This is an optimization exercise on Yosys and OpenROAD, whose aim is small area, a short achievable clock period and few clock cycles per item, not a production implementation.
In this exercise RTL edits were held to simulation tests only and were not proved equivalent to the original.

[design/flow/config.mk]
export PLATFORM = sky130hd
export DESIGN_NAME = math_expression_tokenizer
export DESIGN_NICKNAME = math_expression_tokenizer
export VERILOG_FILES = /design/flow/design.v
export SDC_FILE = /design/flow/constraint.sdc
export NUM_CORES = 4
export LEC_CHECK = 0
export ABC_CLOCK_PERIOD_IN_PS = 2800
export CAP_MARGIN = 20
export CORE_MARGIN = 2
export CORE_UTILIZATION = 40
export SETUP_SLACK_MARGIN = 2.5
export SLEW_MARGIN = 20
[design/flow/constraint.sdc]
create_clock -name core_clock -period 5.3 [get_ports {clk}]
set_input_delay 1.0600 -clock core_clock [delete_from_list [all_inputs] [get_ports {clk}]]
set_output_delay 1.0600 -clock core_clock [all_outputs]
set_load 0.01 [all_outputs]
[design/flow/design.v]
`timescale 1ns / 1ps
module mxt_lexer #(
	parameter int MANTISSA_BITS = 48,
	parameter int DEPTH_BITS = 8
) (
	input  logic        clk,
	input  logic        arst_n,
	input  logic        valid,
	input  logic [7:0]  c,
	input  logic        is_mark,
	input  logic        room0,
	input  logic        room1,
	input  logic        num_held,
	output logic        go,
	output logic        push_a,
	output logic [4:0]  kind_a,
	output logic        push_b,
	output logic [4:0]  kind_b,
	output logic [1:0]  status_b,
	output logic [MANTISSA_BITS-1:0] acc,
	output logic [3:0]  frac
);
	localparam logic [4:0] KIND_PLUS   = 5'd11;
	localparam logic [4:0] KIND_MINUS  = 5'd12;
	localparam logic [4:0] KIND_TIMES  = 5'd13;
	localparam logic [4:0] KIND_DIVIDE = 5'd14;
	localparam logic [4:0] KIND_POWER  = 5'd15;
	localparam logic [4:0] KIND_LPAREN = 5'd16;
	localparam logic [4:0] KIND_RPAREN = 5'd17;
	localparam logic [4:0] KIND_END    = 5'd18;
	localparam logic [1:0] ST_OK      = 2'd0;
	localparam logic [1:0] ST_SYNTAX  = 2'd1;
	localparam logic [1:0] ST_KEYWORD = 2'd2;
	localparam logic [1:0] ST_MIXED   = 2'd3;
	localparam logic [4:0] S_IDLE = 5'd0;
	localparam logic [4:0] S_NUMI = 5'd1;   
	localparam logic [4:0] S_NUMF = 5'd2;   
	localparam logic [4:0] S_MARK = 5'd3;   
	localparam logic [4:0] S_ERRS = 5'd4;   
	localparam logic [4:0] S_ERRK = 5'd5;   
	localparam logic [4:0] W_DEAD  = 5'd8;
	localparam logic [4:0] W_S     = 5'd9;
	localparam logic [4:0] W_SI    = 5'd10;
	localparam logic [4:0] W_SQ    = 5'd11;
	localparam logic [4:0] W_SQR   = 5'd12;
	localparam logic [4:0] W_C     = 5'd13;
	localparam logic [4:0] W_CO    = 5'd14;
	localparam logic [4:0] W_TA    = 5'd15;
	localparam logic [4:0] W_TH    = 5'd16;
	localparam logic [4:0] W_SIN   = 5'd17;
	localparam logic [4:0] W_COS   = 5'd18;
	localparam logic [4:0] W_TAN   = 5'd19;
	localparam logic [4:0] W_ABS   = 5'd20;
	localparam logic [4:0] W_SQRT  = 5'd21;
	localparam logic [4:0] W_PI    = 5'd22;
	localparam logic [4:0] W_E     = 5'd23;
	localparam logic [4:0] W_THETA = 5'd24;
	localparam logic [4:0] W_X     = 5'd25;
	localparam logic [4:0] W_T     = 5'd26;
	localparam logic [4:0] W_THE   = 5'd27;
	localparam logic [4:0] W_THET  = 5'd28;
	localparam logic [4:0] W_A     = 5'd29;
	localparam logic [4:0] W_AB    = 5'd30;
	localparam logic [4:0] W_P     = 5'd31;
	localparam logic [MANTISSA_BITS-1:0] ACC_TOP = {MANTISSA_BITS{1'b1}} / 10;
	function automatic logic [4:0] word_start(input logic [7:0] ch);
		case (ch)
			"s": word_start = W_S;
			"c": word_start = W_C;
			"t": word_start = W_T;
			"a": word_start = W_A;
			"p": word_start = W_P;
			"e": word_start = W_E;
			"x": word_start = W_X;
			default: word_start = W_DEAD;
		endcase
	endfunction
	function automatic logic [4:0] word_next(input logic [4:0] s, input logic [7:0] ch);
		word_next = W_DEAD;
		case (s)
			W_S:    if (ch == "i") word_next = W_SI; else if (ch == "q") word_next = W_SQ;
			W_SI:   if (ch == "n") word_next = W_SIN;
			W_SQ:   if (ch == "r") word_next = W_SQR;
			W_SQR:  if (ch == "t") word_next = W_SQRT;
			W_C:    if (ch == "o") word_next = W_CO;
			W_CO:   if (ch == "s") word_next = W_COS;
			W_T:    if (ch == "a") word_next = W_TA; else if (ch == "h") word_next = W_TH;
			W_TA:   if (ch == "n") word_next = W_TAN;
			W_TH:   if (ch == "e") word_next = W_THE;
			W_THE:  if (ch == "t") word_next = W_THET;
			W_THET: if (ch == "a") word_next = W_THETA;
			W_A:    if (ch == "b") word_next = W_AB;
			W_AB:   if (ch == "s") word_next = W_ABS;
			W_P:    if (ch == "i") word_next = W_PI;
			default: word_next = W_DEAD;
		endcase
	endfunction
	logic [4:0]               st_q, st_n;
	logic [MANTISSA_BITS-1:0] acc_q, acc_n;
	logic [3:0]               frac_q, frac_n;
	logic [DEPTH_BITS-1:0]    depth_q, depth_n;
	logic                     neg_q, neg_n;
	logic [1:0]               var_q, var_n, v;
	logic                     mixed_q, mixed_n;
	logic is_dig, is_alp, is_sp, is_zero, is_word, is_kw, two_push, room, fall;
	logic [3:0] dig;
	logic [MANTISSA_BITS+3:0] wide;
	logic over;
	assign dig     = c[3:0];
	assign is_dig  = c >= "0" && c <= "9";
	assign is_alp  = (c >= "a" && c <= "z") || (c >= "A" && c <= "Z");
	assign is_sp   = c == " " || (c >= 8'd9 && c <= 8'd13);
	assign is_zero = c == 8'd0;
	assign is_word = st_q[4] || st_q[3];
	assign is_kw   = st_q[4] && st_q[3:0] >= 4'd1 && st_q[3:0] <= 4'd10;
	assign v       = st_q[1:0] + 2'd1;
	assign wide = ({4'b0, acc_q} << 3) + ({4'b0, acc_q} << 1)
		+ {{MANTISSA_BITS{1'b0}}, dig};
	assign over = acc_q > ACC_TOP || (acc_q == ACC_TOP && dig > 4'd5);
	assign two_push = is_word || st_q == S_NUMI || st_q == S_NUMF;
	assign room = two_push ? room0 : room1;
	assign go = valid && room
		&& !(is_dig && (st_q == S_IDLE || st_q == S_MARK) && num_held);
	assign acc = acc_q;
	assign frac = frac_q;
	always_comb begin
		st_n = st_q; acc_n = acc_q; frac_n = frac_q;
		depth_n = depth_q; neg_n = neg_q; var_n = var_q; mixed_n = mixed_q;
		push_a = 1'b0; kind_a = 5'd0;
		push_b = 1'b0; kind_b = 5'd0; status_b = ST_OK;
		fall = 1'b1;
		if (st_q == S_NUMI || st_q == S_NUMF) begin
			if (is_dig) begin
				fall = 1'b0;
				if (st_q == S_NUMI) begin
					acc_n = over ? '1 : wide[MANTISSA_BITS-1:0];
				end else if (!over && frac_q != 4'd15) begin
					acc_n = wide[MANTISSA_BITS-1:0];
					frac_n = frac_q + 4'd1;
				end
			end else if (is_mark && st_q == S_NUMI) begin
				fall = 1'b0;
				st_n = S_NUMF;
			end else begin
				push_a = 1'b1;
				st_n = S_IDLE;
			end
		end else if (st_q == S_MARK) begin
			if (is_dig) begin
				fall = 1'b0;
				st_n = S_NUMF;
				acc_n = {{(MANTISSA_BITS-4){1'b0}}, dig};
				frac_n = 4'd1;
			end else begin
				st_n = S_ERRS;
			end
		end else if (is_word) begin
			if (is_alp || is_dig) begin
				fall = 1'b0;
				st_n = word_next(st_q, c);
			end else if (is_kw) begin
				push_a = 1'b1;
				kind_a = {1'b0, st_q[3:0]};
				st_n = S_IDLE;
				if (st_q[3:0] >= 4'd8) begin
					if (var_q == 2'd0) var_n = v;
					else if (var_q != v) mixed_n = 1'b1;
				end
			end else begin
				st_n = S_ERRK;
			end
		end
		if (fall) begin
			if (is_zero) begin
				push_b = 1'b1;
				kind_b = KIND_END;
				if (st_n == S_ERRS) status_b = ST_SYNTAX;
				else if (st_n == S_ERRK) status_b = ST_KEYWORD;
				else if (mixed_n) status_b = ST_MIXED;
				else if (depth_q != '0 || neg_q) status_b = ST_SYNTAX;
				else status_b = ST_OK;
				st_n = S_IDLE;
				depth_n = '0; neg_n = 1'b0; var_n = 2'd0; mixed_n = 1'b0;
			end else if (st_n != S_ERRS && st_n != S_ERRK) begin
				if (is_sp) begin
				end else if (is_dig) begin
					st_n = S_NUMI;
					acc_n = {{(MANTISSA_BITS-4){1'b0}}, dig};
					frac_n = 4'd0;
				end else if (is_mark) begin
					st_n = S_MARK;
				end else if (is_alp) begin
					st_n = word_start(c);
				end else begin
					push_b = 1'b1;
					case (c)
						"+": kind_b = KIND_PLUS;
						"-": kind_b = KIND_MINUS;
						"*": kind_b = KIND_TIMES;
						"/": kind_b = KIND_DIVIDE;
						"^": kind_b = KIND_POWER;
						"(": begin
							kind_b = KIND_LPAREN;
							if (&depth_q) neg_n = 1'b1;
							else depth_n = depth_q + 1'b1;
						end
						")": begin
							kind_b = KIND_RPAREN;
							if (depth_q == '0) neg_n = 1'b1;
							else depth_n = depth_q - 1'b1;
						end
						default: begin
							push_b = 1'b0;
							st_n = S_ERRS;
						end
					endcase
				end
			end
		end
	end
	always_ff @(posedge clk or negedge arst_n) begin
		if (!arst_n) begin
			st_q <= S_IDLE; depth_q <= '0; neg_q <= 1'b0; var_q <= 2'd0;
			mixed_q <= 1'b0;
		end else if (go) begin
			st_q <= st_n; depth_q <= depth_n; neg_q <= neg_n; var_q <= var_n;
			mixed_q <= mixed_n;
		end
	end
	always_ff @(posedge clk) begin
		if (go) begin
			acc_q <= acc_n;
			frac_q <= frac_n;
		end
	end
endmodule
`timescale 1ns / 1ps
module mxt_token_queue (
	input  logic       clk,
	input  logic       arst_n,
	input  logic       go,
	input  logic       push_a,
	input  logic [4:0] kind_a,
	input  logic       push_b,
	input  logic [4:0] kind_b,
	input  logic [1:0] status_b,
	output logic       hp0,
	output logic       hp1,
	output logic       num_held,
	output logic       q0_num,
	output logic       tokens_valid,
	input  logic       tokens_ready,
	output logic [4:0] tokens_token_kind,
	output logic [1:0] tokens_status
);
	logic       v0_q, v1_q;
	logic [4:0] k0_q, k1_q;
	logic [1:0] s0_q, s1_q;
	logic       pop, pa, pb;
	logic [4:0] t0_k;
	logic [1:0] t0_s;
	logic       q1_num;
	assign pop = v0_q && tokens_ready;
	assign hp0 = !v1_q && (!v0_q || tokens_ready);
	assign hp1 = !v1_q || tokens_ready;
	assign q0_num = k0_q == 5'd0;
	assign q1_num = k1_q == 5'd0;
	assign num_held = (v0_q && q0_num && !tokens_ready) || (v1_q && q1_num);
	assign tokens_valid = v0_q;
	assign tokens_token_kind = k0_q;
	assign tokens_status = s0_q;
	assign pa = go && push_a;
	assign pb = go && push_b;
	assign t0_k = push_a ? kind_a : kind_b;
	assign t0_s = push_a ? 2'd0 : status_b;
	always_ff @(posedge clk or negedge arst_n) begin
		if (!arst_n) begin
			v0_q <= 1'b0;
			v1_q <= 1'b0;
		end else begin
			if (hp0) begin
				v0_q <= pa || pb;
				v1_q <= pa && pb;
			end else if (pop || !v1_q) begin
				v0_q <= 1'b1;
				v1_q <= pa || pb;
			end
		end
	end
	always_ff @(posedge clk) begin
		if (hp0) begin
			k0_q <= t0_k;
			s0_q <= t0_s;
			k1_q <= kind_b;
			s1_q <= status_b;
		end else begin
			if (pop) begin
				k0_q <= k1_q;
				s0_q <= s1_q;
			end
			if (pop || !v1_q) begin
				k1_q <= t0_k;
				s1_q <= t0_s;
			end
		end
	end
endmodule
`timescale 1ns / 1ps
module math_expression_tokenizer #(
	parameter int MANTISSA_BITS = 48,
	parameter int DEPTH_BITS = 8
) (
	input  logic clk,
	input  logic arst_n,
	input  logic chars_valid,
	output logic chars_ready,
	input  logic [7:0] chars_character,
	output logic tokens_valid,
	input  logic tokens_ready,
	output logic [4:0] tokens_token_kind,
	output logic [47:0] tokens_number_mantissa,
	output logic [3:0] tokens_fraction_digits,
	output logic [1:0] tokens_status,
	output logic tokens_last,
	input  logic cfg_valid,
	output logic cfg_ready,
	input  logic cfg_comma_decimal_mark
);
	logic        mark_q;
	logic        r0_v, r1_v;
	logic [7:0]  r0_c, r1_c;
	logic        r0_m, r1_m;
	logic        in_m, accept, go;
	logic        pop, q_hp0, q_hp1, num_held;
	logic        push_a, push_b;
	logic [4:0]  kind_a, kind_b;
	logic [1:0]  status_b;
	logic        q0_num;
	logic [47:0] acc;
	logic [3:0]  frac;
	assign cfg_ready = 1'b1;
	assign chars_ready = !r1_v;
	assign accept = chars_valid && !r1_v;
	assign in_m = mark_q ? (chars_character == ",") : (chars_character == ".");
	always_ff @(posedge clk or negedge arst_n) begin
		if (!arst_n) mark_q <= 1'b0;
		else if (cfg_valid) mark_q <= cfg_comma_decimal_mark;
	end
	always_ff @(posedge clk or negedge arst_n) begin
		if (!arst_n) begin
			r0_v <= 1'b0;
			r1_v <= 1'b0;
		end else if (go) begin
			r0_v <= r1_v || accept;
			r1_v <= 1'b0;
		end else if (accept) begin
			if (r0_v) r1_v <= 1'b1;
			else r0_v <= 1'b1;
		end
	end
	always_ff @(posedge clk) begin
		if (go || !r0_v) begin
			r0_c <= r1_v ? r1_c : chars_character;
			r0_m <= r1_v ? r1_m : in_m;
		end
		if (!r1_v) begin
			r1_c <= chars_character;
			r1_m <= in_m;
		end
	end
	mxt_lexer #(
		.MANTISSA_BITS(MANTISSA_BITS),
		.DEPTH_BITS(DEPTH_BITS)
	) u_lexer (
		.clk(clk),
		.arst_n(arst_n),
		.valid(r0_v),
		.c(r0_c),
		.is_mark(r0_m),
		.room0(q_hp0),
		.room1(q_hp1),
		.num_held(num_held),
		.go(go),
		.push_a(push_a),
		.kind_a(kind_a),
		.push_b(push_b),
		.kind_b(kind_b),
		.status_b(status_b),
		.acc(acc),
		.frac(frac)
	);
	mxt_token_queue u_queue (
		.clk(clk),
		.arst_n(arst_n),
		.go(go),
		.push_a(push_a),
		.kind_a(kind_a),
		.push_b(push_b),
		.kind_b(kind_b),
		.status_b(status_b),
		.hp0(q_hp0),
		.hp1(q_hp1),
		.num_held(num_held),
		.q0_num(q0_num),
		.tokens_valid(tokens_valid),
		.tokens_ready(tokens_ready),
		.tokens_token_kind(tokens_token_kind),
		.tokens_status(tokens_status)
	);
	assign tokens_last = tokens_token_kind[4] & tokens_token_kind[1];
	assign tokens_number_mantissa = q0_num ? acc : 48'd0;
	assign tokens_fraction_digits = q0_num ? frac : 4'd0;
endmodule
[design/flow/run.sh]
#!/bin/bash
# synth_recipe.tcl (not shown) runs the flow's synth.tcl, then flattens the netlist and writes it again
# the make line also repeats each setting of config.mk as NAME=value (left out here)
make -C /OpenROAD-flow-scripts/flow DESIGN_CONFIG=/design/flow/config.mk WORK_HOME=/design/flow/orfs CLKGATE_MAP_FILE= SYNTH_SCRIPT=/design/flow/synth_recipe.tcl finish
==> results.txt, run 1 <==
most area-hungry cell type in the Yosys netlist -> sky130_fd_sc_hd__edfxtp_1
CTS Buf Count -> 9
final global-route overflow total -> 0
final critical-path setup slack -> 1.82 ns
CP peak stage delay -> 0.55 ns
fraction of final layout cells with drive strength greater than 1 -> 0.398
die width -> 165 um
IO Count -> 77
kind of start point of the critical path -> flip-flop
Non-Filler Cell Area, Final -> 15300 um^2
Distinct cells, synth -> 92
number of hold-repair buffers added at the cts stage -> 0
Starting Density -> 0.403
critical path cell sequence -> inv_2 > fa_1 > inv_2 > fa_2 > a211oi_2 > nor3_2 > o21ai_2 > a31oi_4 > nor3_4 > o41ai_4 > a2111oi_4 > nor4_2 > o221a_2
kind of critical path -> reg2reg
number of flip-flops and latches in the synthesized netlist -> 106
core occupancy in the finished layout -> 0.592
per-cell via count in the routed design -> 6.26
net count after synthesis -> 1357
required arrival time at the worst endpoint -> 5.44 ns
full die area -> 27300 um^2
maximum clock frequency -> 288 MHz
timing startpoint of the critical path -> u_lexer.acc_q[2]$_DFFE_PP_
detailed-placement wirelength estimate -> 23.5 mm
vias in the first global route -> 10213
antenna violations before repair -> 1
Max transition margin -> 0.315
largest fanout on the critical path -> 3
pre-CTS setup slack -> 1.30 ns
critical-path cell with the highest stage delay -> sky130_fd_sc_hd__fa_1
number of enable flip-flop cells after synthesis -> 75
synthesized area per cell -> 8.40 um^2
max-cap violations -> 0
source of the worst register-to-register timing path -> u_lexer.acc_q[2]$_DFFE_PP_
met3 Use GR -> 0.0320
most frequent cell on the critical path -> sky130_fd_sc_hd__inv_2
most frequently used cell type in the post-synthesis netlist -> sky130_fd_sc_hd__nand2_1
main area contributors after synthesis -> sky130_fd_sc_hd__edfxtp_1 22%, sky130_fd_sc_hd__ha_1 12%, sky130_fd_sc_hd__a21oi_1 5.4%
fraction of synthesized cell area taken by the top area cell type -> 0.216
global-route usage over all layers -> 0.261
Clk Tree Root Cell -> sky130_fd_sc_hd__clkbuf_16
clk slew on worst S/H paths -> 0.09 ns
fill count -> 2179
TritonCTS sink count -> 106
unrepaired setup endpoints after global routing -> yes
count of nets left with antenna violations after detail routing -> 0
synthesized netlist cell count -> 1239
fraction of registers with async set or reset after synthesis -> 0.208
Layout Skew -> 0.0149 ns
y dimension of the die -> 165 um
number of vias after detailed routing -> 11427
setup violation total in the final timing report -> 0
Port Buffer Count -> 75
crit share post-route -> 0.656
layout net count -> 1602
Routed wire per std cell -> 21.3 um
clock latency at the later pin of the worst-skew pair -> 0.38 ns
largest net degree at the start of global routing -> 61
CTS tree -> yes
R2R Setup Slk -> 1.82 ns
critical register-to-register path endpoint -> u_lexer.acc_q[44]$_DFFE_PP_
leading cell types by count after synthesis -> 114 x sky130_fd_sc_hd__nand2_1, 112 x sky130_fd_sc_hd__a21oi_1, 101 x sky130_fd_sc_hd__ha_1, 87 x sky130_fd_sc_hd__nor2_1, 79 x sky130_fd_sc_hd__o21ai_0
GR Layer Usage met2 -> 0.416
most heavily used metal layer in global routing -> met2
DRC Markers -> 0
measured slew at the worst slew-check pin -> 1.03 ns
sequential area share after synthesis -> 0.286
area of placed instances -> 11600 um^2
final hold violations -> 0
DRC marker count from the first detailed-route iteration -> 1231
endpoint of the worst setup timing path -> u_lexer.acc_q[44]$_DFFE_PP_
number of max-slew violations in the final report -> 0
H-Tree Depth -> 3
# rows -> 59
most instantiated flip-flop cell in the synthesis netlist -> sky130_fd_sc_hd__edfxtp_1
Critical Path End Type -> flip-flop
wire length of the first global-routing pass -> 56.2 mm
Warnings, synthesis -> 3
CTS max path bufs -> 2
Core Region -> 25800 um^2
Netlist Area Pre-Place -> 10400 um^2
total iterations of the first detailed-routing run -> 7
Crit path arrival time -> 3.61 ns
number of cells on the worst reg-to-reg path -> 13
Hold Path Origin -> r1_c[5]$_DFF_P_
post-layout minimum cycle time -> 3.48 ns
global placer's final weighted congestion -> 0.931
area grow syn2layout -> 46.9%
Hold WC Path Type -> reg2reg
run status -> complete, no violations
final sum of negative setup slack -> 0 ns
met1 demand-to-capacity share in global routing -> 0.370
wire length after detailed routing -> 38.8 mm
[cell usage in the layout, fill, tap and decap left out, types with 11 or more instances in the layout]
master | netlist | routed
sky130_fd_sc_hd__nand2_1 | 114 | 96
sky130_fd_sc_hd__ha_1 | 101 | 76
sky130_fd_sc_hd__xor2_1 | 30 | 25
sky130_fd_sc_hd__a21oi_1 | 112 | 78
sky130_fd_sc_hd__a21o_1 | 27 | 27
sky130_fd_sc_hd__buf_6 | 3 | 48
sky130_fd_sc_hd__a31oi_1 | 20 | 14
sky130_fd_sc_hd__o211ai_1 | 14 | 14
sky130_fd_sc_hd__nand3_1 | 38 | 34
sky130_fd_sc_hd__nand4_1 | 20 | 20
sky130_fd_sc_hd__dfrtp_1 | 22 | 17
sky130_fd_sc_hd__clkbuf_2 | 0 | 12
sky130_fd_sc_hd__a21oi_2 | 10 | 30
sky130_fd_sc_hd__clkdlybuf4s50_1 | 0 | 22
sky130_fd_sc_hd__and2_1 | 54 | 33
sky130_fd_sc_hd__buf_2 | 10 | 22
sky130_fd_sc_hd__xnor2_1 | 19 | 16
sky130_fd_sc_hd__clkbuf_16 | 0 | 12
sky130_fd_sc_hd__nor3_1 | 37 | 23
sky130_fd_sc_hd__a21oi_4 | 0 | 15
sky130_fd_sc_hd__o21ai_2 | 0 | 11
sky130_fd_sc_hd__nor2_1 | 87 | 75
sky130_fd_sc_hd__nor3_4 | 0 | 11
sky130_fd_sc_hd__ha_4 | 0 | 17
sky130_fd_sc_hd__edfxtp_1 | 75 | 75
sky130_fd_sc_hd__inv_1 | 25 | 19
sky130_fd_sc_hd__nor2_4 | 0 | 15
sky130_fd_sc_hd__o21ai_0 | 79 | 50
sky130_fd_sc_hd__o21ai_1 | 18 | 31
sky130_fd_sc_hd__buf_4 | 3 | 172
sky130_fd_sc_hd__and2_4 | 0 | 21
[area by class of cell]
class                   count  area, um^2  area share
repair inverters            1        11.3    0.000736
diodes                      2        5.00    0.000327
multi-input cells        1045        8830       0.577
flip-flops and latches    106        2990       0.196
repair buffers            295        2600       0.170
well taps                 335         419      0.0274
clock buffers               9         225      0.0147
inverters                  26         131     0.00859
clock inverters             7        81.3     0.00532
[logic make-up (layout without fill, tap and decap cells)]
family	count (synthesis)	in the layout	synth area share
AOI/OAI and AO/OA	424	425	0.270
DFF	106	106	0.286
other	1	3	0.000360
muxes	15	15	0.0159
buffers and inverters	92	338	0.0376
xor gates and xnor gates	49	49	0.0412
and+or+nand+nor	447	450	0.221
adders and majority gates	105	105	0.128
[stage by stage]
stage / hold slack, ns / std cells
floorplan: 0.436 / 1239
global placement: 0.456 / 1598
detailed placement: 0.459 / 1598
CTS: 0.485 / 1734
global route: 0.495 / 1824
finish: 0.481 / 1826
[layer usage]
| metal | share of wire | routed length, um |
|---|---|---|
| met1 | 0.43 | 16800 |
| met2 | 0.45 | 17500 |
| met3 | 0.078 | 3030 |
| met4 | 0.038 | 1460 |
| met5 | 0 | 0 |
[worst min path at each step]
stage	endpoint	slack, ns	depth (start not counted)
after floorplan	r1_m$_DFF_P_	0.44	1
after global placement	r1_c[6]$_DFF_P_	0.46	1
after detailed placement	r1_c[7]$_DFF_P_	0.46	1
after CTS	r1_c[7]$_DFF_P_	0.48	1
after global routing	r1_c[2]$_DFF_P_	0.49	1
final	r1_c[5]$_DFF_P_	0.48	1
[flip-flops by register name (all words and copies together) (netlist names), 4 cells and up]
register	count
u_lexer.st_q	5
r0_c	8
u_lexer.acc_q	48
r1_c	8
u_queue.k1_q	5
u_lexer.depth_q	8
u_lexer.frac_q	4
u_queue.k0_q	5
[what timing repair did]
item | in CTS | in global routing
endpoints found under the setup margin | 201 | 145
hold endpoints to repair | 0 | 0
buffers inserted | 115 | 84
gates resized for setup | 279 | 292
cloned | 5 | 6
pin swaps | 78 | 86
[worst max-delay path: cells and delay by family, from the launching register on]
kind / cells / cell delay, ns
AOI/OAI and AO/OA: 6 / 1.40
buffers and inverters: 2 / 0.12
DFF: 1 / 0.38
and+or+nand+nor: 3 / 0.43
adders and majority gates: 2 / 0.90
Testbench counts, summed over its fixed seeds: cycles 45,710, chars 45,683.
==> run 2, diff against run 1 <==
--- a/design/flow/config.mk
+++ b/design/flow/config.mk
@@ -6,8 +6,7 @@
 export NUM_CORES = 4
 export LEC_CHECK = 0
-export ABC_CLOCK_PERIOD_IN_PS = 2800
+export ABC_CLOCK_PERIOD_IN_PS = 2000
 export CAP_MARGIN = 20
 export CORE_MARGIN = 2
 export CORE_UTILIZATION = 40
-export SETUP_SLACK_MARGIN = 2.5
 export SLEW_MARGIN = 20
==> run 2 against run 1 <==
  * Area after synthesis unchanged
  * Largest cell class unchanged
  * Non-clock buffer count decreased by 201
  * Critical path type unchanged
  * Still clean
==> results.txt, run 2 <==
full die area -> 27300 um^2 (unchanged)
Starting Density -> 0.403 (unchanged)
Warnings, synthesis -> 3 (unchanged)
run status -> complete, no violations
Clk Tree Root Cell -> sky130_fd_sc_hd__clkbuf_16
per-cell via count in the routed design -> 6.11 (-2.3%)
clk slew on worst S/H paths -> 0.09 ns (about the same)
area of all sequential standard cells -> 2980 um^2 (-0.29%)
count of nets left with antenna violations after detail routing -> 0 (unchanged)
y dimension of the die -> 165 um (unchanged)
TritonCTS sink count -> 106 (unchanged)
CTS tree -> yes
required arrival time at the worst endpoint -> 5.52 ns (+0.08 ns)
maximum clock frequency -> 224 MHz (-22%)
DRC Markers -> 0 (unchanged)
multi-input combinational cell area -> 7070 um^2 (-20%)
fraction of synthesized cell area taken by the top area cell type -> 0.216 (unchanged)
Layout Skew -> 0.0149 ns (+0.0000544 ns)
max reg flops -> 48 (unchanged)
fraction of final layout cells with drive strength greater than 1 -> 0.0756 (-0.323)
Routed wire per std cell -> 19.4 um (-8.9%)
largest register by flop count -> u_lexer.acc_q
CP peak stage delay -> 0.70 ns (+0.15 ns)
layout net count -> 1396 (-13%)
count of non-filler cells in the finished layout -> 1618 (-11%)
fill count -> 2563 (+18%)
Netlist Area Pre-Place -> 10400 um^2 (unchanged)
kind of start point of the critical path -> flip-flop
CTS max path bufs -> 2 (unchanged)
wire length after detailed routing -> 31.4 mm (-19%)
wire length of the first global-routing pass -> 50.4 mm (-10%)
CTS Buf Count -> 9 (unchanged)
post-layout minimum cycle time -> 4.46 ns (+0.986 ns)
clock latency at the later pin of the worst-skew pair -> 0.38 ns (about the same)
max-cap violations -> 0 (unchanged)
commonest non-fill, non-tap cells in the layout -> 114 x sky130_fd_sc_hd__nand2_1, 111 x sky130_fd_sc_hd__a21oi_1, 101 x sky130_fd_sc_hd__ha_1
Hold WC Path Type -> reg2reg
number of enable flip-flop cells after synthesis -> 75 (unchanged)
number of max-slew violations in the final report -> 0 (unchanged)
most frequently used cell type in the post-synthesis netlist -> sky130_fd_sc_hd__nand2_1
Max transition margin -> 0.321 (+0.00565)
synthesized netlist cell count -> 1239 (unchanged)
antenna violations before repair -> 0 (-1)
leading cell types by count after synthesis -> 114 x sky130_fd_sc_hd__nand2_1, 112 x sky130_fd_sc_hd__a21oi_1, 101 x sky130_fd_sc_hd__ha_1, 87 x sky130_fd_sc_hd__nor2_1, 79 x sky130_fd_sc_hd__o21ai_0
unrepaired setup endpoints after global routing -> no
final hold violations -> 0 (unchanged)
die width -> 165 um (unchanged)
sequential area share after synthesis -> 0.286 (unchanged)
H-Tree Depth -> 3 (unchanged)
critical path cell sequence -> inv_1 > ha_1 > nor3_1 > or4_1 > a32o_1 > o211ai_2 > nand2b_1 > nor2_2 > a21oi_2 > buf_4 > a21oi_1 > o21ai_0
Setup Buffers After CTS -> 0 (-100%)
Crit path arrival time -> 4.69 ns (+1.08 ns)
most instantiated flip-flop cell in the synthesis netlist -> sky130_fd_sc_hd__edfxtp_1
total iterations of the first detailed-routing run -> 5 (-2)
buffering stage count on the worst path with inverters included -> 2 (unchanged)
largest fanout on the critical path -> 16 (+13)
detailed-placement wirelength estimate -> 23.7 mm (+0.66%)
Critical Path End Type -> flip-flop
CP top delay family -> simple AND/OR/NAND/NOR gates
final sum of negative setup slack -> 0 ns (unchanged)
ANT cells -> 0 (-2)
vias in the first global route -> 9291 (-9.0%)
area grow syn2layout -> 13.1%
measured slew at the worst slew-check pin -> 1.01 ns (-0.0191 ns)
Core Region -> 25800 um^2 (unchanged)
main area contributors after synthesis -> sky130_fd_sc_hd__edfxtp_1 22%, sky130_fd_sc_hd__ha_1 12%, sky130_fd_sc_hd__a21oi_1 5.4%
number of hold-repair buffers added at the cts stage -> 0 (unchanged)
IO Count -> 77 (unchanged)
DRC marker count from the first detailed-route iteration -> 893 (-27%)
instance count after placement with tap cells included -> 1602 (+0.25%)
most common cell after layout, fill and taps aside -> sky130_fd_sc_hd__nand2_1
synthesized area per cell -> 8.40 um^2 (unchanged)
most area-hungry cell type in the Yosys netlist -> sky130_fd_sc_hd__edfxtp_1
number of vias after detailed routing -> 9890 (-13%)
largest net degree at the start of global routing -> 37 (-39%)
setup violation total in the final timing report -> 0 (unchanged)
Distinct cells, synth -> 92 (unchanged)
number of flip-flops and latches in the synthesized netlist -> 106 (unchanged)
net count after synthesis -> 1357 (unchanged)
number of gates given a new drive strength after cts -> 0 (-100%)
crit share post-route -> 0.842 (+0.186)
kind of critical path -> reg2reg
fraction of registers with async set or reset after synthesis -> 0.208 (unchanged)
global-route usage over all layers -> 0.234 (-0.0266)
# rows -> 59 (unchanged)
critical-path cell with the highest stage delay -> sky130_fd_sc_hd__a21oi_2
Port Buffer Count -> 75 (unchanged)
final global-route overflow total -> 0 (unchanged)
global placer's final weighted congestion -> 0.913 (-1.9%)
[run 2: cell counts after synthesis]
Identical to the previous run, type by type.
[run 2: layout make-up]
cell class                 count  share of cell area
clock inverter                 7             0.00691
timing repair buffer          94              0.0765
inverter                      26             0.00829
sequential                   106               0.253
multi-input combinational   1041               0.600
tap                          335              0.0356
clock buffer                   9              0.0191
[run 2: cells by family (layout without fill, tap and decap cells)]
family | after synthesis | in the layout | synth area share
flops | 106 | 106 | 0.286
other cells | 1 | 1 | 0.000360
fa+ha+maj | 105 | 105 | 0.128
buf+inv | 92 | 136 | 0.0376
simple gates | 447 | 447 | 0.221
compound gates | 424 | 424 | 0.270
mux | 15 | 15 | 0.0159
xor+xnor | 49 | 49 | 0.0412
[run 2: path summary, 6_finish.rpt]
| check | slack (ns) | cells after the start | from | to |
|---|---|---|---|---|
| max | 0.84 | 12 | u_lexer.st_q[0]$_DFFE_PN0P_ | u_lexer.acc_q[25]$_DFFE_PP_ |
| min | 0.47 | 1 | r1_c[5]$_DFF_P_ | r1_c[5]$_DFF_P_ |
| max reg2reg | 0.84 | 12 | u_lexer.st_q[0]$_DFFE_PN0P_ | u_lexer.acc_q[25]$_DFFE_PP_ |
| min reg2reg | 0.47 | 1 | r1_c[5]$_DFF_P_ | r1_c[5]$_DFF_P_ |
| max in group asynchronous | 4.27 | 1 | arst_n | u_lexer.st_q[4]$_DFFE_PN0P_ |
| min in group asynchronous | 0.65 | 1 | arst_n | mark_q$_DFFE_PN0P_ |
[run 2: metrics by stage]
step / util / cell area (um^2) / hold WS, ns / setup slack (ns)
floorplan: - / 10400 / 0.436 / 1.44
global placement: 0.444 / 11500 / 0.457 / 1.05
detailed placement: 0.444 / 11500 / 0.459 / 0.936
CTS: 0.456 / 11800 / 0.478 / 0.913
global route: 0.456 / 11800 / 0.492 / 0.607
finish: 0.456 / 11800 / 0.473 / 0.836
[run 2: per-layer routing]
layer  GRT usage  part of all wire  wire (um)
met5           0                 0          0
met4      0.0600             0.013        403
met3      0.0237             0.051       1610
met2       0.397              0.48      15000
met1       0.320              0.46      14400
==> run 3, diff against run 2 <==
--- a/design/flow/config.mk
+++ b/design/flow/config.mk
@@ -6,7 +6,8 @@
 export NUM_CORES = 4
 export LEC_CHECK = 0
-export ABC_CLOCK_PERIOD_IN_PS = 2000
+export ABC_AREA = 1
 export CAP_MARGIN = 20
 export CORE_MARGIN = 2
 export CORE_UTILIZATION = 40
+export SETUP_SLACK_MARGIN = 1.5
 export SLEW_MARGIN = 20
==> run 3 against run 2 <==
  * Maximum frequency grew 27%
  * Critical endpoint is now u_lexer.acc_q[24]$_DFFE_PP_
  * Flip-flop and latch count is the same
  * Non-clock buffer count shrank 9
  * Critical path type unchanged
  * Synthesized cell count grew 67%
  * Still clean on timing, DRC and antenna
  * Global-route usage grew 3.1 points
  * Hold slack lost 0.020 ns
==> results.txt, run 3 <==
fraction of final layout cells with drive strength greater than 1 -> 0.0406 (-0.0350)
post-layout minimum cycle time -> 3.52 ns (-0.939 ns)
Netlist Area Pre-Place -> 12600 um^2 (+21%)
final sum of negative setup slack -> 0 ns (unchanged)
Routed wire per std cell -> 17.5 um (-9.6%)
total iterations of the first detailed-routing run -> 6 (+1)
IO Count -> 77 (unchanged)
worst hold margin -> 0.453 ns (-0.0202 ns)
Layout Skew -> 0.0202 ns (+0.00524 ns)
fraction of synthesized cell area taken by the top area cell type -> 0.179 (-0.0372)
full die area -> 32900 um^2 (+20%)
kind of start point of the critical path -> flip-flop
most frequently used cell type in the post-synthesis netlist -> sky130_fd_sc_hd__nand2_1
layout net count -> 2230 (+60%)
fraction of registers with async set or reset after synthesis -> 0.208 (unchanged)
sequential area share after synthesis -> 0.237 (-0.0492)
number of vias after detailed routing -> 13643 (+38%)
most instantiated flip-flop cell in the synthesis netlist -> sky130_fd_sc_hd__edfxtp_1
TritonCTS sink count -> 106 (unchanged)
run status -> complete, no violations
largest net degree at the start of global routing -> 60 (+62%)
CTS Buf Count -> 9 (unchanged)
vias in the first global route -> 12830 (+38%)
largest register by flop count -> u_lexer.acc_q
Port Buffer Count -> 75 (unchanged)
Core Region -> 30700 um^2 (+19%)
Critical Path End Type -> flip-flop
synthesized netlist cell count -> 2073 (+67%)
Hold WC Path Type -> reg2reg
largest fanout on the critical path -> 34 (+18)
setup violation total in the final timing report -> 0 (unchanged)
CTS max path bufs -> 2 (unchanged)
Starting Density -> 0.409 (+0.00589)
main area contributors after synthesis -> sky130_fd_sc_hd__edfxtp_1 18%, sky130_fd_sc_hd__nand2_1 18%, sky130_fd_sc_hd__ha_1 10%
maximum clock frequency -> 284 MHz (+27%)
commonest non-fill, non-tap cells in the layout -> 585 x sky130_fd_sc_hd__nand2_1, 324 x sky130_fd_sc_hd__nor2_1, 283 x sky130_fd_sc_hd__inv_1
Warnings, synthesis -> 3 (unchanged)
ANT cells -> 0 (unchanged)
global-route usage over all layers -> 0.265 (+0.0310)
most common cell after layout, fill and taps aside -> sky130_fd_sc_hd__nand2_1
DRC marker count from the first detailed-route iteration -> 1164 (+30%)
# rows -> 64 (+8.5%)
global placer's final weighted congestion -> 0.969 (+6.1%)
area grow syn2layout -> 11.1%
die width -> 181 um (+9.6%)
net count after synthesis -> 2191 (+61%)
per-cell via count in the routed design -> 5.43 (-11%)
crit share post-route -> 0.665 (-0.177)
Max transition margin -> 0.449 (+0.128)
wire length after detailed routing -> 44.0 mm (+40%)
number of flip-flops and latches in the synthesized netlist -> 106 (unchanged)
final hold violations -> 0 (unchanged)
detailed-placement wirelength estimate -> 34.6 mm (+46%)
count of nets left with antenna violations after detail routing -> 0 (unchanged)
number of hold-repair buffers added at the cts stage -> 0 (unchanged)
max reg flops -> 48 (unchanged)
most area-hungry cell type in the Yosys netlist -> sky130_fd_sc_hd__edfxtp_1
max-cap violations -> 0 (unchanged)
H-Tree Depth -> 3 (unchanged)
Crit path arrival time -> 3.62 ns (-1.07 ns)
antenna violations before repair -> 0 (unchanged)
leading cell types by count after synthesis -> 587 x sky130_fd_sc_hd__nand2_1, 326 x sky130_fd_sc_hd__nor2_1, 284 x sky130_fd_sc_hd__inv_1, 144 x sky130_fd_sc_hd__nand3_1, 140 x sky130_fd_sc_hd__a21oi_1
CTS tree -> yes
number of max-slew violations in the final report -> 0 (unchanged)
Clk Tree Root Cell -> sky130_fd_sc_hd__clkbuf_16
DRC Markers -> 0 (unchanged)
required arrival time at the worst endpoint -> 5.40 ns (-0.12 ns)
final global-route overflow total -> 0 (unchanged)
wire length of the first global-routing pass -> 69.0 mm (+37%)
Distinct cells, synth -> 55 (-40%)
clk slew on worst S/H paths -> 0.08 ns (about the same)
synthesized area per cell -> 6.07 um^2 (-28%)
kind of critical path -> reg2reg
clock latency at the later pin of the worst-skew pair -> 0.37 ns (about the same)
number of enable flip-flop cells after synthesis -> 75 (unchanged)
measured slew at the worst slew-check pin -> 0.821 ns (-0.187 ns)
unrepaired setup endpoints after global routing -> no
y dimension of the die -> 181 um (+9.6%)
[run 3: cell types whose count changed after synthesis, moves of 14 or more]
cell / previous run / this run
sky130_fd_sc_hd__a21o_1: 27 / 2
sky130_fd_sc_hd__nand4_1: 20 / 40
sky130_fd_sc_hd__o21ai_1: 18 / 3
sky130_fd_sc_hd__a21oi_1: 112 / 140
sky130_fd_sc_hd__nor2b_1: 16 / 0
sky130_fd_sc_hd__xor2_1: 30 / 12
sky130_fd_sc_hd__nor3_1: 37 / 23
sky130_fd_sc_hd__nor2_1: 87 / 326
sky130_fd_sc_hd__nand2_1: 114 / 587
sky130_fd_sc_hd__and2_1: 54 / 1
sky130_fd_sc_hd__a31oi_1: 20 / 3
sky130_fd_sc_hd__o21ai_0: 79 / 114
sky130_fd_sc_hd__nand3_1: 38 / 144
sky130_fd_sc_hd__inv_1: 25 / 284
[run 3: logic make-up after synthesis]
kind of cell | after synthesis | synth area share
other | 1 | 0.000298
adder cells (fa/ha/maj) | 104 | 0.105
buffers and inverters | 354 | 0.111
XOR/XNOR | 33 | 0.0230
AO/OA/AOI/OAI | 312 | 0.136
flip-flops | 106 | 0.237
AND/OR/NAND/NOR | 1162 | 0.387
multiplexers | 1 | 0.000896
[run 3: metal layers]
metal,GRT usage,vias up,part of all wire
met5,0,-,0
met4,0.102,0,0.037
met3,0.0318,81,0.063
met2,0.429,451,0.45
met1,0.361,6318,0.45
li1,-,6793,-
[run 3: cell type report]
type	count	area, um^2
Sequential cell	106	2980
Inverter	296	1120
Timing Repair Buffer	85	821
Fill cell	3338	16800
Clock buffer	9	225
Tap cell	396	495
Clock inverter	7	75.1
Multi-Input combinational cell	1614	8250
[run 3: metrics by stage]
step                      cell area [um^2]  worst slack (ns)  instances   util
after floorplan                      12600              1.70       2073      -
after global placement               13600              1.26       2494  0.443
after detailed placement             13600              1.25       2495  0.443
after CTS                            13900              1.53       2511  0.453
after global routing                 14000              1.51       2513  0.454
final                                14000              1.78       2513  0.454
[run 3: worst paths after layout]
kind	startpoint	end	slack, ns	cells after the start
max	r0_c[3]$_DFFE_PP_	u_lexer.acc_q[24]$_DFFE_PP_	1.78	11
min	r1_c[7]$_DFF_P_	r1_c[7]$_DFF_P_	0.45	2
max reg2reg	r0_c[3]$_DFFE_PP_	u_lexer.acc_q[24]$_DFFE_PP_	1.78	11
min reg2reg	r1_c[7]$_DFF_P_	r1_c[7]$_DFF_P_	0.45	2
max in group asynchronous	arst_n	u_lexer.depth_q[1]$_DFFE_PN0P_	4.24	1
min in group asynchronous	arst_n	u_lexer.var_q[1]$_DFFE_PN0P_	0.67	1
[run 3: worst max-delay path: stages (launching register included)]
cell and delay, ns:
sky130_fd_sc_hd__edfxtp_1 0.54, sky130_fd_sc_hd__buf_4 0.23, sky130_fd_sc_hd__nand2_2 0.14, sky130_fd_sc_hd__nand4_4 0.35, sky130_fd_sc_hd__a21oi_2 0.43, sky130_fd_sc_hd__nand3_1 0.17
sky130_fd_sc_hd__nand2_1 0.13, sky130_fd_sc_hd__a21oi_2 0.10, sky130_fd_sc_hd__nand2_4 0.21, sky130_fd_sc_hd__nand3_4 0.41, sky130_fd_sc_hd__inv_4 0.43, sky130_fd_sc_hd__a21oi_1 0.07
[run 3: what timing repair did]
item | 4_1_cts | 5_1_grt
endpoints found under the setup margin | 66 | 76
pin swaps | 0 | 1
resized for setup | 1 | 14
gates cloned | 0 | 1
setup buffers | 0 | 1
==> run 4, diff against run 3 <==
--- a/design/flow/config.mk
+++ b/design/flow/config.mk
@@ -10,4 +10,3 @@
 export CORE_MARGIN = 2
 export CORE_UTILIZATION = 40
-export SETUP_SLACK_MARGIN = 1.5
 export SLEW_MARGIN = 20
==> run 4 against run 3 <==
  * Still clean
  * Wire length shrank 0.49%
  * Synthesized cell count unchanged
  * Setup slack got worse by 0.51 ns
  * Via count rose by 0.28%
  * Flip-flop and latch count unchanged
  * Clock skew down 0.0019 ns
  * Core utilization decreased by 0.19 points
  * Cell area fell by 0.42%
==> results.txt, run 4 <==
main area contributors after synthesis -> sky130_fd_sc_hd__edfxtp_1 18%, sky130_fd_sc_hd__nand2_1 18%, sky130_fd_sc_hd__ha_1 10%
fraction of the mapped netlist area in compound gates -> 0.136 (unchanged)
WHS Endpoint -> r1_c[6]$_DFF_P_
met3 Use GR -> 0.0318 (unchanged)
full die area -> 32900 um^2 (unchanged)
multi-input combinational cell area -> 8210 um^2 (-0.53%)
global-route usage over all layers -> 0.265 (unchanged)
final sum of negative setup slack -> 0 ns (unchanged)
final global-route overflow total -> 0 (unchanged)
area of placed instances -> 13600 um^2 (unchanged)
max reg flops -> 48 (unchanged)
commonest non-fill, non-tap cells in the layout -> 586 x sky130_fd_sc_hd__nand2_1, 326 x sky130_fd_sc_hd__nor2_1, 283 x sky130_fd_sc_hd__inv_1
per-cell via count in the routed design -> 5.45 (+0.36%)
most heavily used metal layer in global routing -> met2
xor/xnor cell area share of the yosys netlist -> 0.0230 (unchanged)
largest fanout on the critical path -> 34 (unchanged)
kind of critical path -> reg2reg
R2R Setup Slk -> 1.27 ns (-0.51 ns)
clock latency at the later pin of the worst-skew pair -> 0.37 ns (about the same)
area grow syn2layout -> 10.6%
leading cell types by count after synthesis -> 587 x sky130_fd_sc_hd__nand2_1, 326 x sky130_fd_sc_hd__nor2_1, 284 x sky130_fd_sc_hd__inv_1, 144 x sky130_fd_sc_hd__nand3_1, 140 x sky130_fd_sc_hd__a21oi_1
Port Buffer Count -> 75 (unchanged)
number of max-slew violations in the final report -> 0 (unchanged)
final hold violations -> 0 (unchanged)
area of all sequential standard cells -> 2980 um^2 (unchanged)
required arrival time at the worst endpoint -> 5.40 ns (about the same)
fraction of registers with async set or reset after synthesis -> 0.208 (unchanged)
Routed wire per std cell -> 17.4 um (-0.41%)
CTS tree -> yes
most common cell after layout, fill and taps aside -> sky130_fd_sc_hd__nand2_1
fill count -> 3344 (+0.18%)
largest net degree at the start of global routing -> 60 (unchanged)
Clk Tree Root Cell -> sky130_fd_sc_hd__clkbuf_16
Non-Filler Cell Area, Final -> 13900 um^2 (-0.42%)
setup violation total in the final timing report -> 0 (unchanged)
count of non-filler cells in the finished layout -> 2511 (-0.080%)
# rows -> 64 (unchanged)
global placer's final weighted congestion -> 0.969 (unchanged)
H-Tree Depth -> 3 (unchanged)
most instantiated flip-flop cell in the synthesis netlist -> sky130_fd_sc_hd__edfxtp_1
Starting Density -> 0.409 (unchanged)
number of hold-repair buffers added at the cts stage -> 0 (unchanged)
layout net count -> 2228 (-0.090%)
Warnings, synthesis -> 3 (unchanged)
measured slew at the worst slew-check pin -> 1.12 ns (+0.303 ns)
met1 demand-to-capacity share in global routing -> 0.361 (unchanged)
Distinct cells, synth -> 55 (unchanged)
fraction of final layout cells with drive strength greater than 1 -> 0.0369 (-0.00374)
CTS max path bufs -> 2 (unchanged)
TritonCTS sink count -> 106 (unchanged)
die width -> 181 um (unchanged)
number of flip-flops and latches in the synthesized netlist -> 106 (unchanged)
Critical Path End Type -> flip-flop
Core Region -> 30700 um^2 (unchanged)
synthesized area per cell -> 6.07 um^2 (unchanged)
critical path cell sequence -> inv_1 > ha_1 > nor2_1 > nor2_2 > nand2_1 > nand2_1 > nand2_1 > nand2_1 > nor2_2 > nand2_2 > nor2_4 > nand2_4 > nand3_4 > inv_2 > a21oi_1
fraction of synthesized area in multiplexers -> 0.000896 (unchanged)
wire length of the first global-routing pass -> 69.0 mm (unchanged)
vias in the first global route -> 12830 (unchanged)
number of cells on the worst reg-to-reg path -> 15 (+4)
Max transition margin -> 0.250 (-0.198)
kind of start point of the critical path -> flip-flop
critical register-to-register path endpoint -> u_lexer.acc_q[32]$_DFFE_PP_
crit share post-route -> 0.761 (+0.0959)
post-layout minimum cycle time -> 4.03 ns (+0.509 ns)
fraction of synthesized cell area taken by the top area cell type -> 0.179 (unchanged)
post-synthesis share of cell area spent on and, or, nand and nor gates -> 0.387 (unchanged)
IO Count -> 77 (unchanged)
maximum clock frequency -> 248 MHz (-13%)
instance count after placement with tap cells included -> 2495 (unchanged)
share of synthesized cell area in full adder, half adder and majority cells -> 0.105 (unchanged)
most area-hungry cell type in the Yosys netlist -> sky130_fd_sc_hd__edfxtp_1
CP peak stage delay -> 0.87 ns (+0.33 ns)
antenna violations before repair -> 0 (unchanged)
source of the worst register-to-register timing path -> u_lexer.st_q[1]$_DFFE_PN0P_
largest register by flop count -> u_lexer.acc_q
synthesized netlist cell count -> 2073 (unchanged)
WHS Path Cells -> 2 (unchanged)
wire length after detailed routing -> 43.8 mm (-0.49%)
CTS Buf Count -> 9 (unchanged)
max-cap violations -> 0 (unchanged)
detailed-placement wirelength estimate -> 34.6 mm (unchanged)
main combinational cell family by area after synthesis -> simple AND/OR/NAND/NOR gates
worst hold margin -> 0.456 ns (+0.00254 ns)
Setup Buffers After CTS -> 0 (unchanged)
y dimension of the die -> 181 um (unchanged)
Netlist Area Pre-Place -> 12600 um^2 (unchanged)
number of vias after detailed routing -> 13681 (+0.28%)
net count after synthesis -> 2191 (unchanged)
count of nets left with antenna violations after detail routing -> 0 (unchanged)
ANT cells -> 0 (unchanged)
total iterations of the first detailed-routing run -> 6 (unchanged)
number of gates given a new drive strength after cts -> 0 (-1)
GR Layer Usage met2 -> 0.429 (unchanged)
most frequent cell on the critical path -> sky130_fd_sc_hd__nand2_1
unrepaired setup endpoints after global routing -> no
DRC Markers -> 0 (unchanged)
clk slew on worst S/H paths -> 0.09 ns (about the same)
critical-path cell with the highest stage delay -> sky130_fd_sc_hd__nor2_2
most frequently used cell type in the post-synthesis netlist -> sky130_fd_sc_hd__nand2_1
DRC marker count from the first detailed-route iteration -> 1096 (-5.8%)
Hold WC Path Type -> reg2reg
sequential area share after synthesis -> 0.237 (unchanged)
Hold Path Origin -> r1_c[6]$_DFF_P_
number of enable flip-flop cells after synthesis -> 75 (unchanged)
Crit path arrival time -> 4.13 ns (+0.51 ns)
Layout Skew -> 0.0183 ns (-0.00187 ns)
run status -> complete, no violations
## run 4: cell counts after synthesis
No cell type changed its count.
## run 4: metal layers
layer | vias to the layer above | wire length [um] | part of all wire
met2 | 497 | 19700 | 0.45
met5 | - | 0 | 0
met1 | 6318 | 19600 | 0.45
met3 | 83 | 2950 | 0.067
li1 | 6783 | - | -
met4 | 0 | 1640 | 0.037
## run 4: cell families after synthesis
kind of cell / Yosys count
simple gates: 1162
other cells: 1
compound gates: 312
mux: 1
xor+xnor: 33
flops: 106
fa+ha+maj: 104
buf+inv: 354
## run 4: through the flow
stage	util	worst slack, ns
6_report	0.452	1.27
4_1_cts	0.452	1.31
3_5_place_dp	0.443	1.25
2_1_floorplan	-	1.70
3_3_place_gp	0.443	1.26
5_1_grt	0.452	0.994
## run 4: how the worst max path moves through the flow
stage | from | end | slack [ns] | cells past startpoint
2_1_floorplan | tokens_ready | u_lexer.depth_q[7]$_DFFE_PN0P_ | 1.70 | 11
3_3_place_gp | tokens_ready | u_lexer.depth_q[4]$_DFFE_PN0P_ | 1.26 | 13
3_5_place_dp | tokens_ready | u_lexer.depth_q[2]$_DFFE_PN0P_ | 1.25 | 13
4_1_cts | u_lexer.st_q[1]$_DFFE_PN0P_ | u_lexer.acc_q[10]$_DFFE_PP_ | 1.31 | 15
5_1_grt | u_lexer.st_q[1]$_DFFE_PN0P_ | u_lexer.depth_q[2]$_DFFE_PN0P_ | 0.99 | 15
6_report | u_lexer.st_q[1]$_DFFE_PN0P_ | u_lexer.acc_q[32]$_DFFE_PP_ | 1.27 | 15
## run 4: layout make-up
type                            instances  share of cell area
Clock buffer                            9              0.0162
Tap cell                              396              0.0356
Multi-Input combinational cell       1613               0.590
Timing Repair Buffer                   84              0.0585
Clock inverter                          7             0.00540
Inverter                              296              0.0800
Sequential cell                       106               0.214
## run 4: critical path: cells and delay by family (launching register included)
family          cells  cell delay, ns
compound gates      1            0.10
buf+inv             2            0.71
simple gates       11            2.18
fa+ha+maj           1            0.28
flops               1            0.47
==> run 5, diff against run 4 <==
--- a/design/flow/config.mk
+++ b/design/flow/config.mk
@@ -6,5 +6,4 @@
 export NUM_CORES = 4
 export LEC_CHECK = 0
-export ABC_AREA = 1
 export CAP_MARGIN = 20
 export CORE_MARGIN = 2
==> run 5 against run 4 <==
  * Still clean
  * Core utilization rose by 0.32 points
  * Wire length decreased by 28%
  * Hold slack gained 0.018 ns
  * Maximum frequency shrank 9.6%
  * Register-to-register slack worse by 0.43 ns
  * Via count shrank 28%
  * Cell count is 36% lower
  * Non-clock buffer count is 10 higher
  * First-iteration DRC count down 19%
==> results.txt, run 5 <==
antenna violations before repair -> 0 (unchanged)
global placer's final weighted congestion -> 0.913 (-5.7%)
DRC marker count from the first detailed-route iteration -> 893 (-19%)
total iterations of the first detailed-routing run -> 5 (-1)
Hold WC Path Type -> reg2reg
Warnings, synthesis -> 3 (unchanged)
y dimension of the die -> 165 um (-8.8%)
fraction of final layout cells with drive strength greater than 1 -> 0.0756 (+0.0387)
Critical Path End Type -> flip-flop
post-synthesis share of cell area spent on and, or, nand and nor gates -> 0.221 (-0.166)
layout net count -> 1396 (-37%)
most area-hungry cell type in the Yosys netlist -> sky130_fd_sc_hd__edfxtp_1
full die area -> 27300 um^2 (-17%)
count of nets left with antenna violations after detail routing -> 0 (unchanged)
leading cell types by count after synthesis -> 114 x sky130_fd_sc_hd__nand2_1, 112 x sky130_fd_sc_hd__a21oi_1, 101 x sky130_fd_sc_hd__ha_1, 87 x sky130_fd_sc_hd__nor2_1, 79 x sky130_fd_sc_hd__o21ai_0
vias in the first global route -> 9291 (-28%)
DRC Markers -> 0 (unchanged)
per-cell via count in the routed design -> 6.11 (+12%)
crit share post-route -> 0.842 (+0.0812)
fraction of registers with async set or reset after synthesis -> 0.208 (unchanged)
max-cap violations -> 0 (unchanged)
wire length after detailed routing -> 31.4 mm (-28%)
detailed-placement wirelength estimate -> 23.7 mm (-32%)
area grow syn2layout -> 13.1%
measured slew at the worst slew-check pin -> 1.01 ns (-0.115 ns)
TritonCTS sink count -> 106 (unchanged)
most common cell after layout, fill and taps aside -> sky130_fd_sc_hd__nand2_1
final hold violations -> 0 (unchanged)
clock latency at the later pin of the worst-skew pair -> 0.38 ns (about the same)
main combinational cell family by area after synthesis -> compound AO/OA/AOI/OAI gates
CTS max path bufs -> 2 (unchanged)
Max transition margin -> 0.321 (+0.0705)
Setup Buffers After CTS -> 0 (unchanged)
CTS tree -> yes
largest net degree at the start of global routing -> 37 (-38%)
unrepaired setup endpoints after global routing -> no
net count after synthesis -> 1357 (-38%)
max reg flops -> 48 (unchanged)
fraction of synthesized cell area taken by the top area cell type -> 0.216 (+0.0372)
final sum of negative setup slack -> 0 ns (unchanged)
commonest non-fill, non-tap cells in the layout -> 114 x sky130_fd_sc_hd__nand2_1, 111 x sky130_fd_sc_hd__a21oi_1, 101 x sky130_fd_sc_hd__ha_1
largest register by flop count -> u_lexer.acc_q
wire length of the first global-routing pass -> 50.4 mm (-27%)
required arrival time at the worst endpoint -> 5.52 ns (+0.12 ns)
Routed wire per std cell -> 19.4 um (+11%)
Starting Density -> 0.403 (-0.00589)
most frequently used cell type in the post-synthesis netlist -> sky130_fd_sc_hd__nand2_1
run status -> complete, no violations
R2R Setup Slk -> 0.84 ns (-0.43 ns)
global-route usage over all layers -> 0.234 (-0.0310)
# rows -> 59 (-7.8%)
number of vias after detailed routing -> 9890 (-28%)
Clk Tree Root Cell -> sky130_fd_sc_hd__clkbuf_16
number of hold-repair buffers added at the cts stage -> 0 (unchanged)
synthesized netlist cell count -> 1239 (-40%)
synthesized area per cell -> 8.40 um^2 (+39%)
Netlist Area Pre-Place -> 10400 um^2 (-17%)
largest fanout on the critical path -> 16 (-53%)
post-layout minimum cycle time -> 4.46 ns (+0.430 ns)
fill count -> 2563 (-23%)
CTS Buf Count -> 9 (unchanged)
maximum clock frequency -> 224 MHz (-9.6%)
number of enable flip-flop cells after synthesis -> 75 (unchanged)
setup violation total in the final timing report -> 0 (unchanged)
number of gates given a new drive strength after cts -> 0 (unchanged)
ANT cells -> 0 (unchanged)
Core Region -> 25800 um^2 (-16%)
area of all sequential standard cells -> 2980 um^2 (unchanged)
kind of start point of the critical path -> flip-flop
main area contributors after synthesis -> sky130_fd_sc_hd__edfxtp_1 22%, sky130_fd_sc_hd__ha_1 12%, sky130_fd_sc_hd__a21oi_1 5.4%
final global-route overflow total -> 0 (unchanged)
xor/xnor cell area share of the yosys netlist -> 0.0412 (+0.0182)
IO Count -> 77 (unchanged)
share of synthesized cell area in full adder, half adder and majority cells -> 0.128 (+0.0228)
most instantiated flip-flop cell in the synthesis netlist -> sky130_fd_sc_hd__edfxtp_1
fraction of synthesized area in multiplexers -> 0.0159 (+0.0150)
kind of critical path -> reg2reg
die width -> 165 um (-8.8%)
clk slew on worst S/H paths -> 0.09 ns (about the same)
number of flip-flops and latches in the synthesized netlist -> 106 (unchanged)
fraction of the mapped netlist area in compound gates -> 0.270 (+0.134)
Distinct cells, synth -> 92 (+67%)
multi-input combinational cell area -> 7070 um^2 (-14%)
number of max-slew violations in the final report -> 0 (unchanged)
Port Buffer Count -> 75 (unchanged)
sequential area share after synthesis -> 0.286 (+0.0492)
H-Tree Depth -> 3 (unchanged)
Layout Skew -> 0.0149 ns (-0.00337 ns)
Crit path arrival time -> 4.69 ns (+0.56 ns)
-- run 5: cell count changes in the layout (fill, tap and decap cells not counted), moves of 16 or more --
cell / change
sky130_fd_sc_hd__nand4_1: -20
sky130_fd_sc_hd__and2_1: +53
sky130_fd_sc_hd__o21ai_0: -35
sky130_fd_sc_hd__inv_1: -258
sky130_fd_sc_hd__a21oi_1: -29
sky130_fd_sc_hd__nand3_1: -106
sky130_fd_sc_hd__a31oi_1: +16
sky130_fd_sc_hd__xor2_1: +18
sky130_fd_sc_hd__a21o_1: +25
sky130_fd_sc_hd__nand2_1: -472
sky130_fd_sc_hd__nor2b_1: +16
sky130_fd_sc_hd__nor2_1: -242
-- run 5: routing by layer --
layer,vias up,routed length [um],global-route usage
li1,4790,-,-
met1,4734,14400,0.320
met2,336,15000,0.397
met3,30,1610,0.0237
met4,0,403,0.0600
met5,-,0,0
-- run 5: final cells by class --
type	count	area share
repair buffers	94	0.0765
multi-input cells	1041	0.600
clock buffers	9	0.0191
clock inverters	7	0.00691
flip-flops and latches	106	0.253
well taps	335	0.0356
inverters	26	0.00829
-- run 5: cells by family (layout without fill, tap and decap cells) --
family / after synthesis / in the layout
buf+inv: 92 / 136
xor+xnor: 49 / 49
mux: 15 / 15
compound gates: 424 / 424
simple gates: 447 / 447
flops: 106 / 106
fa+ha+maj: 105 / 105
other cells: 1 / 1
-- run 5: through the flow --
step	setup WS, ns	std cells	area, um^2	util	hold WS, ns
2_1_floorplan	1.44	1239	10400	-	0.436
3_3_place_gp	1.05	1602	11500	0.444	0.457
3_5_place_dp	0.936	1602	11500	0.444	0.459
4_1_cts	0.913	1618	11800	0.456	0.478
5_1_grt	0.607	1618	11800	0.456	0.492
6_report	0.836	1618	11800	0.456	0.473
-- run 5: critical path: stages (launching register included) --
cell and delay [ns]:
sky130_fd_sc_hd__dfrtp_1 0.52, sky130_fd_sc_hd__inv_1 0.16, sky130_fd_sc_hd__ha_1 0.43, sky130_fd_sc_hd__nor3_1 0.40
sky130_fd_sc_hd__or4_1 0.55, sky130_fd_sc_hd__a32o_1 0.34, sky130_fd_sc_hd__o211ai_2 0.11, sky130_fd_sc_hd__nand2b_1 0.43
sky130_fd_sc_hd__nor2_2 0.09, sky130_fd_sc_hd__a21oi_2 0.70, sky130_fd_sc_hd__buf_4 0.30, sky130_fd_sc_hd__a21oi_1 0.08
sky130_fd_sc_hd__o21ai_0 0.18
-- run 5: worst paths after layout --
kind / from / to / depth (start not counted)
max: u_lexer.st_q[0]$_DFFE_PN0P_ / u_lexer.acc_q[25]$_DFFE_PP_ / 12
min: r1_c[5]$_DFF_P_ / r1_c[5]$_DFF_P_ / 1
max reg2reg: u_lexer.st_q[0]$_DFFE_PN0P_ / u_lexer.acc_q[25]$_DFFE_PP_ / 12
min reg2reg: r1_c[5]$_DFF_P_ / r1_c[5]$_DFF_P_ / 1
max in group asynchronous: arst_n / u_lexer.st_q[4]$_DFFE_PN0P_ / 1
min in group asynchronous: arst_n / mark_q$_DFFE_PN0P_ / 1

[static timing again, ports no longer ideal]
How much do the figures lean on ideal ports? The routed layouts below were timed once more, with nothing changed but the port constraints. Step 1, drivers: a clkbuf_16 drives clk and a buf_2 each remaining input, both assumed. Step 2 moves the port delays by t, midway between the first and last clock arrival at a register: inputs arrive t later, outputs are due t later. That takes back most of the time a late clock gives input paths. a / b / c = ideal / step 1 / step 2; a / b = the first two.
| run | t, ns | setup WS [ns] | hold slack, ns | worst setup path after step 2 | slew at the worst register clock pin (ns) |
|---|---|---|---|---|---|
| run 1 | 0.416 | 1.822 / 1.822 / 1.822 | 0.481 / 0.481 / 0.481 | register to register | 0.09 / 0.09 |
| run 2 | 0.418 | 0.836 / 0.836 / 0.836 | 0.473 / 0.473 / 0.473 | register to register | 0.09 / 0.09 |
| run 3 | 0.409 | 1.775 / 1.775 / 1.403 | 0.453 / 0.453 / 0.453 | input to register | 0.09 / 0.09 |
| run 4 | 0.407 | 1.267 / 1.267 / 1.200 | 0.456 / 0.456 / 0.456 | input to register | 0.09 / 0.09 |
| run 5 | 0.418 | 0.836 / 0.836 / 0.836 | 0.473 / 0.473 / 0.473 | register to register | 0.09 / 0.09 |
After both steps every run listed still meets setup and hold. For run 3, which loses most, drivers alone change the setup slack by 0.000 ns; drivers and shift together by -0.372 ns.
